This design comes from an exercise in tuning for small area on the open sky130 flow, not from production work.
The RTL was checked by simulation tests, not by an equivalence proof against the original design.

==> flow/design.v (excerpt) <==
module piezo_phase_monitor #(
    parameter int NUM_CH = 89,
    parameter int CNT_W  = 16
) (
    input  logic              clk,
    input  logic              reset,
    input  logic [NUM_CH-1:0] piezo_in,
    input  logic              ref_in,
    input  logic [6:0]        avs_address,
    input  logic              avs_read,
    output logic [31:0]       avs_readdata,
    input  logic              avs_write,
    input  logic [31:0]       avs_writedata,
    output logic              frame_done
);
For scale: about 9000 cells after synthesis, roughly 3500 flip-flops, ~170 I/O pins, ~110000 sq um of cells after synthesis.
==> flow/config.mk <==
export PLATFORM = sky130hd
export DESIGN_NAME = piezo_phase_monitor
export DESIGN_NICKNAME = piezo_phase_monitor
export VERILOG_FILES = /design/flow/design.v
export SDC_FILE = /design/flow/constraint.sdc
export NUM_CORES = 4
export LEC_CHECK = 0
export CAP_MARGIN = 10
export CORE_MARGIN = 2
export CORE_UTILIZATION = 65
export CTS_BUF_LIST = sky130_fd_sc_hd__clkbuf_8
export CTS_CLUSTER_DIAMETER = 60
export CTS_CLUSTER_SIZE = 18
export SLEW_MARGIN = 10
export SYNTH_HIERARCHICAL = 1
export SYNTH_MINIMUM_KEEP_SIZE = 0
==> flow/constraint.sdc <==
create_clock -name core_clock -period 10.0 [get_ports {clk}]
set_input_delay 2.0000 -clock core_clock [delete_from_list [all_inputs] [get_ports {clk}]]
set_output_delay 2.0000 -clock core_clock [all_outputs]
set_load 0.01 [all_outputs]
standard.sh (not shown) runs the stock make flow with config.mk's settings and CLKGATE_MAP_FILE= SYNTH_SCRIPT=/design/flow/synth_recipe.tcl, a recipe that flattens the netlist after the stock synthesis.
==> flow/flow/run.sh <==
#!/bin/bash
set -euo pipefail
export CTS_ARGS="-sink_clustering_enable -repair_clock_nets -sink_clustering_size 18 -sink_clustering_max_diameter 60 -buf_list sky130_fd_sc_hd__clkbuf_8 -dont_use_dummy_load"
export BUFFER_PORTS_ARGS="-buffer_cell sky130_fd_sc_hd__buf_1"
bash standard.sh > standard.log 2>&1
The first run went through all stages and came out clean.
Rerun with:
--- a/flow/design.v
+++ b/flow/design.v
@@ -9,34 +9,16 @@
     localparam int CTRL_EN_BIT  = 0;
     localparam int CTRL_CLR_BIT = 1;
     typedef enum logic [1:0] {
         IDLE     = 2'd0,
         WAIT_REF = 2'd1,
         MEASURE  = 2'd2
     } mon_state_t;
 endpackage
-module piezo_mon_ctl (
-    input  logic s2,
-    input  logic s3,
-    input  logic seen,
-    input  logic g_ref,
-    input  logic g_arm,
-    input  logic g_keep,
-    input  logic g_init,
-    output logic fresh,
-    output logic hold,
-    output logic seen_d
-);
-    logic rise;
-    assign rise   = s2 & ~s3;
-    assign fresh  = rise & ~seen;
-    assign hold   = ~(~g_init | (rise & g_ref) | (fresh & g_arm));
-    assign seen_d = ~hold | (g_keep & seen);
-endmodule
 module piezo_mon_rd_aoi3 (
     input  logic [2:0] sel,
     input  logic [2:0] d,
     output logic       y_n
 );
     assign y_n = ~((sel[0] & d[0]) | (sel[1] & d[1]) | (sel[2] & d[2]));
 endmodule
 module piezo_mon_rd_aoi2 (
@@ -71,27 +53,25 @@
     logic [15:0]      frame_cnt_q, frame_cnt_d;
     logic [CNT_W-1:0] period_q, period_d;
     logic             frame_done_q;
     logic             pub_q, pub_n_q, pub_next;
     logic             init_q;      
     logic [31:0]      rdata_q, rdata_d;
     logic             armed, stopped, sat, ctrl_wr, ref_rise_d;
     logic             g_ref, g_arm, g_keep;
-    logic [CNT_W-1:0] cnt1_arm;            
     logic [CNT_W-1:0] phase_pub [NUM_CH];
     logic [NUM_CH-1:0] valid_pub;
     always_comb begin
         armed   = (state_q == piezo_mon_pkg::MEASURE);
         stopped = !enable_q || (state_q == piezo_mon_pkg::IDLE);
         sat     = armed && !ref_rise_q && (cnt1_q == '0);
         g_ref   = ref_rise_q && !stopped;
         g_arm   = armed && enable_q && !ref_rise_q && !sat;
         g_keep  = !stopped && !sat && !ref_rise_q;
-        cnt1_arm = cnt1_q & {CNT_W{g_arm}};
     end
     always_comb begin
         state_d = state_q;
         if (!enable_q) begin
             state_d = piezo_mon_pkg::IDLE;
         end else begin
             case (state_q)
                 piezo_mon_pkg::IDLE:     state_d = piezo_mon_pkg::WAIT_REF;
@@ -211,42 +191,36 @@
         rs1_q      <= rs0_q;
         rs2_q      <= rs1_q;
         ref_rise_q <= ref_rise_d;
         cnt1_q     <= cnt1_d;
         hold_q     <= hold_d;
     end
     for (genvar i = 0; i < NUM_CH; i++) begin : g_ch
         logic             s0_q;
-        logic             s1_q, s2_q, s3_q;
+        logic             s1_q, s2_q, s3_q, rise;
         logic             seen_q, valid_q;
         logic [CNT_W-1:0] cap_q, phase_q;
-        logic             fresh, hold, seen_d;
-        piezo_mon_ctl u_ctl (
-            .s2     (s2_q),
-            .s3     (s3_q),
-            .seen   (seen_q),
-            .g_ref  (g_ref),
-            .g_arm  (g_arm),
-            .g_keep (g_keep),
-            .g_init (init_q),
-            .fresh  (fresh),
-            .hold   (hold),
-            .seen_d (seen_d)
-        );
+        logic             ld_cnt, ld_any, hold;
+        always_comb begin
+            rise   = s2_q & ~s3_q;
+            ld_cnt = g_arm & rise & ~seen_q;
+            ld_any = ~init_q | (rise & (g_ref | (g_arm & ~seen_q)));
+            hold   = ~ld_any;
+        end
         always_ff @(posedge clk or posedge reset) begin
             if (reset) s0_q <= 1'b0;
             else       s0_q <= piezo_in[i];
         end
         always_ff @(posedge clk) begin
             s1_q    <= s0_q;
             s2_q    <= s1_q;
             s3_q    <= s2_q;
-            seen_q  <= seen_d;
-            cap_q   <= ({CNT_W{fresh}} & cnt1_arm) | ({CNT_W{hold}} & cap_q);
+            seen_q  <= ld_any | (g_keep & seen_q);
+            cap_q   <= ({CNT_W{ld_cnt}} & cnt1_q) | ({CNT_W{hold}} & cap_q);
             phase_q <= ({CNT_W{pub_q}} & cap_q) | ({CNT_W{pub_n_q}} & phase_q);
             valid_q <= (pub_q & seen_q) | (pub_n_q & valid_q);
         end
         assign phase_pub[i] = phase_q;
         assign valid_pub[i] = valid_q;
     end
     assign avs_readdata = rdata_q;
     assign frame_done   = frame_done_q;
The new run completed without violations.
Final cell count rose by 2.4%.
Sequential cell count stays the same.
Wire length climbs by 1.7%.
Via count goes up by 2.2%.
Setup slack degrades by 0.49 ns.
Register-to-register slack improved by 0.11 ns.
Utilization increases by 0.61 points.
Clock-buffer cell count grows by 1.
Cell area rises by 1.0%.
Worst hold slack barely changes.
Global-route usage rises by 0.29 points.
Synthesized area is about the same.
Critical path depth falls by 1.
Die area hardly moves.

-- what the ideal ports hide --
In the flow no input, the clock included, has a driving cell. The finished layouts below were timed again as built, in two steps. Step 1 (the two cells are an assumption about what drives the block):
set clk [get_ports {clk}]
set_driving_cell -lib_cell sky130_fd_sc_hd__clkbuf_16 $clk
set_driving_cell -lib_cell sky130_fd_sc_hd__buf_2 [delete_from_list [all_inputs] $clk]
Step 2, shift: input delay + t, output delay - t, t = (earliest + latest rising clock arrival at the registers) / 2. This alone moves slack from input paths to output paths. a / b / c = no drivers / after step 1 / after step 2; a / b = the first two.
run | shift t [ns] | setup WS [ns] | slew at the worst register clock pin (ns) | cell pins on the clock port's net
the first run | 1.112 | 4.265 / 4.205 / 3.093 | 0.12 / 0.12 | 1
the second run | 1.122 | 3.778 / 3.758 / 2.636 | 0.12 / 0.12 | 1
After both steps setup and hold are still met in every run listed. The setup slack of the first run, which loses most, moves by -0.060 ns with the drivers and by -1.172 ns with both steps.
